This is an optimization exercise on Yosys and OpenROAD, whose aim is small area and a short achievable clock period, not a production implementation. No activity file was given, so power comes from the tool's default toggle rates.

==> module wbps_core, before the edit <==
module wbps_core (
   input  wire logic          clock,
   input  wire logic          reset,
   input  wire logic [127:0]  pattern,
   input  wire logic [15:0]   wildcard_mask,
   input  wire logic [4:0]    pattern_length,
   input  wire logic [63:0]   region_base,
   input  wire logic [5:0]    region_base_hi_ones,
   input  wire logic          req_valid,
   output logic               req_ready,
   input  wire logic [7:0]    req_data_byte,
   input  wire logic          req_last_byte,
   output logic               rsp_valid,
   input  wire logic          rsp_ready,
   output logic               rsp_found,
   output logic [63:0]        rsp_match_address
);
   localparam int OFFSET_BITS = 32;    
   localparam int W = OFFSET_BITS;
   logic        in_valid_ff;
   logic [7:0]  in_byte_ff;
   logic        in_last_ff;
   logic        first_ff;       
   logic        done_ff;        
   logic [4:0]  count_ff;       
   logic [14:0] prefix_ff;
   logic [W:0]  addr_ff;        
   logic        out_valid_ff;
   logic        out_found_ff;
   logic        advance, step;
   logic [4:0]  length;
   logic [16:0] length_sel;
   logic [15:0] match;
   logic [15:0] prefix;
   logic        done;
   logic        hit;
   logic [4:0]  count_next;
   logic        full;
   logic [W-1:0] stop_offset;
   logic [W-1:0] stop_carry_in;
   logic [W-1:0] stop_carry_out;
   logic        stop;
   logic        inc;
   logic [W:0]  addr_cur;
   logic [W:0]  addr_ones;
   logic [63-W:0] base_ones;
   logic [63-W:0] base_hi_up;
   logic        found_carry, found_no_carry;
   assign advance = !out_valid_ff || rsp_ready;
   assign step = in_valid_ff && advance;
   assign req_ready = !in_valid_ff || advance;
   assign length = (pattern_length > 5'd16) ? 5'd16 : pattern_length;
   always_comb begin
      for (int l = 0; l <= 16; l++) begin
         length_sel[l] = (length == 5'(l));
      end
   end
   wbps_match u_match (
      .data          (in_byte_ff),
      .pattern       (pattern),
      .wildcard_mask (wildcard_mask),
      .match         (match)
   );
   always_comb begin
      prefix[0] = match[0];
      for (int i = 1; i < 16; i++) begin
         prefix[i] = match[i] && prefix_ff[i - 1] && !first_ff;
      end
   end
   assign done = done_ff && !first_ff;
   assign hit = |(length_sel[16:1] & prefix) && !done;
   assign count_next = first_ff ? 5'd1 : (count_ff[4] ? count_ff : count_ff + 5'd1);
   assign full = (count_next >= length);
   assign stop_offset = {{(W-5){1'b1}}, ~length};
   assign stop_carry_in = region_base[W-1:0] ^ stop_offset ^ addr_ff[W-1:0];
   assign stop_carry_out = (region_base[W-1:0] & stop_offset)
      | ((region_base[W-1:0] | stop_offset) & ~addr_ff[W-1:0]);
   assign stop = !first_ff && (stop_carry_in == {stop_carry_out[W-2:0], 1'b0});
   assign inc = full && !hit && !stop;
   assign addr_cur = first_ff ? {1'b0, region_base[W-1:0]} : addr_ff;
   always_comb begin
      addr_ones[0] = 1'b1;
      for (int k = 1; k <= W; k++) begin
         addr_ones[k] = addr_ones[k - 1] && addr_cur[k - 1];
      end
      for (int k = 0; k < 64 - W; k++) begin
         base_ones[k] = (region_base_hi_ones >= 6'(k));
      end
   end
   always_ff @(posedge clock) begin
      if (reset) begin
         in_valid_ff <= 1'b0;
         first_ff <= 1'b1;
         out_valid_ff <= 1'b0;
      end else begin
         if (req_ready) in_valid_ff <= req_valid;
         if (step) first_ff <= in_last_ff;
         if (advance) out_valid_ff <= step && (hit || (in_last_ff && !done));
      end
   end
   always_ff @(posedge clock) begin
      if (req_ready) begin
         in_byte_ff <= req_data_byte;
         in_last_ff <= req_last_byte;
      end
      if (step) begin
         done_ff <= done || hit;
         count_ff <= count_next;
         prefix_ff <= prefix[14:0];
         addr_ff <= addr_cur ^ (addr_ones & {(W+1){inc}});
         out_found_ff <= hit;
      end
   end
   assign rsp_valid = out_valid_ff;
   assign rsp_found = out_found_ff;
   assign base_hi_up = region_base[63:W] ^ base_ones;
   assign found_carry = out_found_ff && addr_ff[W];
   assign found_no_carry = out_found_ff && !addr_ff[W];
   assign rsp_match_address[63:W] = ({(64-W){found_no_carry}} & region_base[63:W])
      | ({(64-W){found_carry}} & base_hi_up);
   assign rsp_match_address[W-1:0] = {W{out_found_ff}} & addr_ff[W-1:0];
endmodule
export LEC_CHECK = 0
export CAP_MARGIN = 20
export CORE_MARGIN = 2
export CORE_UTILIZATION = 40
export CTS_BUF_LIST = sky130_fd_sc_hd__clkbuf_8
export CTS_CLUSTER_DIAMETER = 50
export CTS_CLUSTER_SIZE = 20
export PLACE_DENSITY = 0.6
export SETUP_SLACK_MARGIN = 3.0
export SLEW_MARGIN = 20
create_clock -name core_clock -period 7.2 [get_ports {clock}]
standard.sh (not shown) runs the stock make flow with config.mk's settings and CLKGATE_MAP_FILE= SYNTH_SCRIPT=/design/flow/synth_recipe.tcl, a recipe that flattens the netlist after the stock synthesis.
==> flow/flow/run.sh <==
#!/bin/bash
# The standard layout (standard.sh), with two placement and clock-tree choices:
# the port buffers that placement inserts are sky130_fd_sc_hd__buf_1, and the
# clock tree is built without dummy loads. make's output goes to standard.log;
# each ORFS step keeps its own log under orfs/logs.
set -euo pipefail
export BUFFER_PORTS_ARGS="-buffer_cell sky130_fd_sc_hd__buf_1"
export CTS_ARGS="-sink_clustering_enable -repair_clock_nets -sink_clustering_size 20 -sink_clustering_max_diameter 50 -buf_list sky130_fd_sc_hd__clkbuf_8 -dont_use_dummy_load"
bash standard.sh > standard.log 2>&1
Next try:
--- a/flow/design.v
+++ b/flow/design.v
@@ -123,5 +123,5 @@
    localparam int W = OFFSET_BITS;
    logic        in_valid_ff;
-   logic [7:0]  in_byte_ff;
+   logic [15:0] in_match_ff;
    logic        in_last_ff;
    logic        first_ff;       
@@ -149,6 +149,4 @@
    logic [W:0]  addr_ones;
    logic [63-W:0] base_ones;
-   logic [63-W:0] base_hi_up;
-   logic        found_carry, found_no_carry;
    assign advance = !out_valid_ff || rsp_ready;
    assign step = in_valid_ff && advance;
@@ -161,5 +159,5 @@
    end
    wbps_match u_match (
-      .data          (in_byte_ff),
+      .data          (req_data_byte),
       .pattern       (pattern),
       .wildcard_mask (wildcard_mask),
@@ -167,7 +165,7 @@
    );
    always_comb begin
-      prefix[0] = match[0];
+      prefix[0] = in_match_ff[0];
       for (int i = 1; i < 16; i++) begin
-         prefix[i] = match[i] && prefix_ff[i - 1] && !first_ff;
+         prefix[i] = in_match_ff[i] && prefix_ff[i - 1] && !first_ff;
       end
    end
@@ -205,5 +203,5 @@
    always_ff @(posedge clock) begin
       if (req_ready) begin
-         in_byte_ff <= req_data_byte;
+         in_match_ff <= match;
          in_last_ff <= req_last_byte;
       end
@@ -218,10 +216,6 @@
    assign rsp_valid = out_valid_ff;
    assign rsp_found = out_found_ff;
-   assign base_hi_up = region_base[63:W] ^ base_ones;
-   assign found_carry = out_found_ff && addr_ff[W];
-   assign found_no_carry = out_found_ff && !addr_ff[W];
-   assign rsp_match_address[63:W] = ({(64-W){found_no_carry}} & region_base[63:W])
-      | ({(64-W){found_carry}} & base_hi_up);
-   assign rsp_match_address[W-1:0] = {W{out_found_ff}} & addr_ff[W-1:0];
+   assign rsp_match_address = out_found_ff
+      ? {region_base[63:W] ^ (base_ones & {(64-W){addr_ff[W]}}), addr_ff[W-1:0]} : 64'd0;
 endmodule
 `default_nettype wire
Result: The changed run passed the timing, DRC and antenna checks. First-iteration DRC count shrinks by 29%. Routed wire length shrinks by 0.49%. Via count grows by 0.91%. Synthesized area grows by 0.78%. Clock power grows by about 4%. Design area grows by 0.39%.
Function was not checked in any run of this note: the RTL went through the layout flow alone.

afterwards: timing with drivers on the ports:
Ports are ideal in the flow. The routed layouts listed here were re-timed in OpenROAD. Step 1 (the two cells are an assumption about what drives the block):
set clk [get_ports {clock}]
set_driving_cell -lib_cell sky130_fd_sc_hd__clkbuf_16 $clk
set_driving_cell -lib_cell sky130_fd_sc_hd__buf_2 [delete_from_list [all_inputs] $clk]
Step 2 also shifts input and output timing later by t, the mid clock arrival at the registers, as if the neighbouring blocks saw the same clock. Slacks: no drivers / after step 1 / after step 2; pairs: no drivers / after step 1.
run | t (ns) | setup WS [ns] | latest minus earliest clock arrival (ns)
the first run | 0.569 | 3.025 / 2.816 / 2.816 | 0.064 / 0.064
the second run | 0.599 | 3.024 / 2.895 / 2.895 | 0.084 / 0.084
After both steps setup and hold are still met in every run listed. For the first run, which loses most, drivers alone change the setup slack by -0.209 ns; drivers and shift together by -0.209 ns.
